From an optimization exercise on the open Yosys and OpenROAD flow, aimed at small area; shortcuts taken in it are not production practice.
Only simulation tests tie the RTL to the original design; equivalence was not proved.
No activity file was given, so power comes from the tool's default toggle rates.

==> flow/design.v <==
`default_nettype none
package isaPkg;
	typedef logic [31:0] wordT;
	typedef logic [31:0] instrT;
	typedef logic [4:0] regAddrT;
	typedef logic [15:0] immT;
	typedef logic [5:0] opcodeT;
	typedef logic [5:0] functT;
	localparam opcodeT SPECIAL = 6'b000000;   
	localparam opcodeT ADDI = 6'b001000;
	localparam opcodeT ADDIU = 6'b001001;
	localparam opcodeT ANDI = 6'b001100;
	localparam opcodeT ORI = 6'b001101;
	localparam functT ADD = 6'b100000;
	localparam functT ADDU = 6'b100001;
	localparam functT SUB = 6'b100010;
	localparam functT SUBU = 6'b100011;
	localparam functT AND = 6'b100100;
	localparam functT OR = 6'b100101;
	localparam functT SLT = 6'b101010;
	localparam int OPCODE_LSB = 26;
	localparam int RS_LSB = 21;
	localparam int RT_LSB = 16;
	localparam int RD_LSB = 11;
	localparam int FUNCT_LSB = 0;
	localparam int IMM_LSB = 0;
endpackage
`default_nettype wire
`default_nettype none
package execPkg;
	typedef enum logic [2:0] {
		ALU_ADD,
		ALU_SUB,
		ALU_AND,
		ALU_OR,
		ALU_SLT
	} aluOpT;
	typedef enum logic [1:0] {
		ST_IDLE,
		ST_READ,
		ST_EXEC,
		ST_WRITE
	} execStateT;
	typedef logic [34:0] uopT;
endpackage
`default_nettype wire
`timescale 1ns/100ps
`default_nettype none
module coreTop
(
	input logic clk,
	input logic rst,
	input logic instrStrobe,
	input logic [31:0] instr,
	output logic busy,
	output logic halted,
	output logic wbStrobe,
	output logic [4:0] wbAddr,
	output logic [31:0] wbData
);
	logic [4:0] cnt;
	logic clearing;
	logic [1:0] st;   
	logic cy;
	logic [31:0] wbs;
	logic [31:0] ring [1:31];
	logic [31:0] heads;
	logic [5:0] opcode;
	logic [5:0] funct;
	logic [4:0] rs;
	logic [4:0] rt;
	logic [4:0] rd;
	logic rtype;
	logic legal;
	logic opAdd;
	logic opSub;
	logic opAnd;
	logic opOr;
	logic opSlt;
	logic [4:0] dest;
	assign opcode = instr[31:26];
	assign funct = instr[5:0];
	assign rs = instr[25:21];
	assign rt = instr[20:16];
	assign rd = instr[15:11];
	assign rtype = (opcode == 6'b000000);
	always_comb
	begin
		opAdd = 1'b0;
		opSub = 1'b0;
		opAnd = 1'b0;
		opOr = 1'b0;
		opSlt = 1'b0;
		case (opcode)
			6'b000000:
				case (funct)
					6'b100000, 6'b100001: opAdd = 1'b1;
					6'b100010, 6'b100011: opSub = 1'b1;
					6'b100100: opAnd = 1'b1;
					6'b100101: opOr = 1'b1;
					6'b101010: opSlt = 1'b1;
					default: ;
				endcase
			6'b001000, 6'b001001: opAdd = 1'b1;
			6'b001100: opAnd = 1'b1;
			6'b001101: opOr = 1'b1;
			default: ;
		endcase
	end
	assign legal = opAdd | opSub | opAnd | opOr | opSlt;
	assign dest = rtype ? rd : rt;
	logic [1:0] lap;
	logic go;
	logic run;
	logic copyLap;
	logic last;
	logic write;
	logic finish;
	assign lap = (st == 2'd0) ? 2'd1 : st;
	assign go = instrStrobe && legal && !halted && !clearing;
	assign run = go && ((cnt == 5'd0) || (st != 2'd0));
	assign copyLap = rtype && (lap == 2'd1);
	assign last = !rtype || (opSlt ? (lap == 2'd3) : (lap == 2'd2));
	assign write = run && last;
	assign finish = write && (cnt == 5'd31);
	assign busy = legal && !finish;
	assign wbStrobe = finish;
	assign wbAddr = dest;
	always_ff @(posedge clk or negedge rst)
	begin
		if (!rst)
		begin
			cnt <= '0;
			clearing <= 1'b1;
			st <= 2'd0;
			halted <= 1'b0;
		end
		else
		begin
			cnt <= cnt + 5'd1;
			if (cnt == 5'd31)
				clearing <= 1'b0;
			if (!run || (cnt == 5'd31 && last))
				st <= 2'd0;
			else if (cnt == 5'd31)
				st <= lap + 2'd1;
			else
				st <= lap;
			if (instrStrobe && !legal && !halted)
				halted <= 1'b1;
		end
	end
	logic mo;
	logic a;
	logic b;
	logic immBit;
	logic bx;
	logic cin;
	logic sum;
	logic cout;
	logic res;
	logic newBit;
	assign heads[0] = 1'b0;
	for (genvar i = 1; i < 32; i++)
	begin : gHead
		assign heads[i] = ring[i][0];
	end
	assign mo = heads[st[1] ? rt : rs];   
	assign immBit = cnt[4] ? (instr[15] && !opcode[2]) : instr[cnt[3:0]];
	assign a = rtype ? wbs[0] : mo;
	assign b = rtype ? mo : immBit;
	assign bx = b ^ (opSub || opSlt);
	assign cin = (cnt == 5'd0) ? (opSub || opSlt) : cy;
	assign sum = a ^ bx ^ cin;
	assign cout = (a && bx) || (cin && (a ^ bx));
	always_comb
	begin
		if (copyLap)
			res = mo;
		else if (opAnd)
			res = a && b;
		else if (opOr)
			res = a || b;
		else if (opSlt)
			res = (cnt == 5'd0) && cy;
		else
			res = sum;
	end
	assign newBit = res && !clearing;
	always_ff @(posedge clk)
	begin
		if (opSlt && lap == 2'd2 && cnt == 5'd31)
			cy <= (a ^ b) ? a : sum;   
		else
			cy <= cout;
		wbs <= {newBit, wbs[31:1]};
	end
	assign wbData = {res, wbs[31:1]};
	for (genvar i = 1; i < 32; i++)
	begin : gReg
		logic we;
		assign we = clearing || (write && dest == 5'(i));
		always_ff @(posedge clk)
			ring[i] <= {we ? newBit : ring[i][0], ring[i][31:1]};
	end
endmodule
`default_nettype wire
Settings: LEC_CHECK=0, CAP_MARGIN=20, CORE_MARGIN=2, CORE_UTILIZATION=40, SLEW_MARGIN=20; clock period 10.0 ns.
standard.sh (not shown) runs the stock make flow with config.mk's settings and CLKGATE_MAP_FILE= SYNTH_SCRIPT=/design/flow/synth_recipe.tcl, a recipe that flattens the netlist after the stock synthesis.
==> flow/flow/run.sh <==
#!/bin/bash
# Standard ORFS synthesis, then the combinational logic re-mapped for area with
# Yosys/ABC (flip-flops and their names kept), then the standard ORFS layout with
# a leaner clock tree (no dummy loads) and the smallest buffer on every port.
# Each tool writes its own log: standard_*.log and resyn.log here, ORFS steps in orfs/logs/.
set -euo pipefail
HERE=$(cd "$(dirname "$0")" && pwd)
RES=orfs/results/$FLOW_PLATFORM/coreTop/base
export CTS_ARGS="-sink_clustering_enable -repair_clock_nets -dont_use_dummy_load -buf_list sky130_fd_sc_hd__clkbuf_8 -sink_clustering_size 20 -sink_clustering_max_diameter 60"
export BUFFER_PORTS_ARGS="-buffer_cell sky130_fd_sc_hd__buf_1"
bash standard.sh synth > standard_synth.log 2>&1
cp $RES/1_2_yosys.v $RES/1_2_yosys.std.v
RESYN_LIB=$FLOW_HOME/platforms/$FLOW_PLATFORM/lib/sky130_fd_sc_hd__tt_025C_1v80.lib \
RESYN_IN=$RES/1_2_yosys.std.v RESYN_OUT=$RES/1_2_yosys.v RESYN_SCRIPT=$HERE/resyn.abc \
	yosys -c $HERE/resyn.tcl > resyn.log 2>&1
rm -f $RES/1_synth.odb $RES/1_synth.sdc
bash standard.sh > standard_finish.log 2>&1
==> flow/flow/resyn.abc <==
strash
&get -n
&deepsyn -T 60
&put
balance -l; resub -K 6 -l; rewrite -l; resub -K 6 -N 2 -l; refactor -l; resub -K 8 -l; balance -l; resub -K 8 -N 2 -l; rewrite -l; resub -K 10 -l; rewrite -z -l; resub -K 10 -N 2 -l; balance -l; resub -K 12 -l; refactor -z -l; resub -K 12 -N 2 -l; rewrite -z -l; balance -l
dch -f
amap -m
topo
==> flow/flow/resyn.tcl <==
# Re-map the combinational logic of a mapped netlist for area; flip-flops stay as they are.
yosys -import
set lib $::env(RESYN_LIB)
read_liberty -ignore_miss_func $lib
foreach m [list sky130_fd_sc_hd__df* sky130_fd_sc_hd__sdf* sky130_fd_sc_hd__edf* sky130_fd_sc_hd__sedf* sky130_fd_sc_hd__dl* sky130_fd_sc_hd__conb_1] { catch { blackbox $m } }
read_verilog $::env(RESYN_IN)
hierarchy -top coreTop
flatten
opt_clean -purge
stat
opt -full
abc -liberty $lib -dont_use sky130_fd_sc_hd__lpflow_* -dont_use sky130_fd_sc_hd__probe* -script $::env(RESYN_SCRIPT)
opt_clean -purge
hilomap -singleton -hicell sky130_fd_sc_hd__conb_1 HI -locell sky130_fd_sc_hd__conb_1 LO
splitnets
opt_clean -purge
stat -liberty $lib
write_verilog -noattr -nohex -nodec $::env(RESYN_OUT)
The baseline passed the timing, DRC and antenna checks.
Next try:
--- a/flow/flow/run.sh
+++ b/flow/flow/run.sh
@@ -9 +9 @@
-export CTS_ARGS="-sink_clustering_enable -repair_clock_nets -dont_use_dummy_load -buf_list sky130_fd_sc_hd__clkbuf_8 -sink_clustering_size 20 -sink_clustering_max_diameter 60"
+export CTS_ARGS="-sink_clustering_enable -repair_clock_nets -dont_use_dummy_load -buf_list sky130_fd_sc_hd__clkbuf_8 -sink_clustering_size 22 -sink_clustering_max_diameter 50"
What happened: Power rose by 1.1%; clock skew shrinks by 0.0087 ns; core utilization increases by 0.13 points; setup slack improved by 0.058 ns; area after synthesis does not change.
Next try:
--- a/flow/flow/run.sh
+++ b/flow/flow/run.sh
@@ -9 +9 @@
-export CTS_ARGS="-sink_clustering_enable -repair_clock_nets -dont_use_dummy_load -buf_list sky130_fd_sc_hd__clkbuf_8 -sink_clustering_size 22 -sink_clustering_max_diameter 50"
+export CTS_ARGS="-sink_clustering_enable -repair_clock_nets -dont_use_dummy_load -buf_list sky130_fd_sc_hd__clkbuf_4 -sink_clustering_size 12 -sink_clustering_max_diameter 40"
=> Core utilization shrinks by 0.25 points. Final cell count is higher by 1.8%. Cell area fell by 0.56%. Synthesized area is unchanged. Combinational power stays flat. Clock skew barely changes.

[port drivers added, routing unchanged]
How much do the figures lean on ideal ports? The routed layouts below were timed once more, with nothing changed but the port constraints.
Step 1 (the two cells are an assumption about what drives the block):
set clk [get_ports {clk}]
set_driving_cell -lib_cell sky130_fd_sc_hd__clkbuf_16 $clk
set_driving_cell -lib_cell sky130_fd_sc_hd__buf_2 [delete_from_list [all_inputs] $clk]
Step 2 moves the port delays by t, midway between the first and last clock arrival at a register: inputs arrive t later, outputs are due t later. That takes back most of the time a late clock gives input paths.
a / b / c = ideal / step 1 / step 2; a / b = the first two.
| run | t (ns) | setup WS [ns] | slew at the worst register clock pin (ns) | pins driven straight from the clock port |
|---|---|---|---|---|
| the first run | 0.688 | 2.523 / 2.500 / 2.500 | 0.11 / 0.11 | 1 |
| the second run | 0.652 | 2.581 / 2.558 / 2.558 | 0.12 / 0.12 | 1 |
| the third run | 0.841 | 2.531 / 2.508 / 2.508 | 0.12 / 0.12 | 1 |
After both steps setup and hold are still met in every run listed.
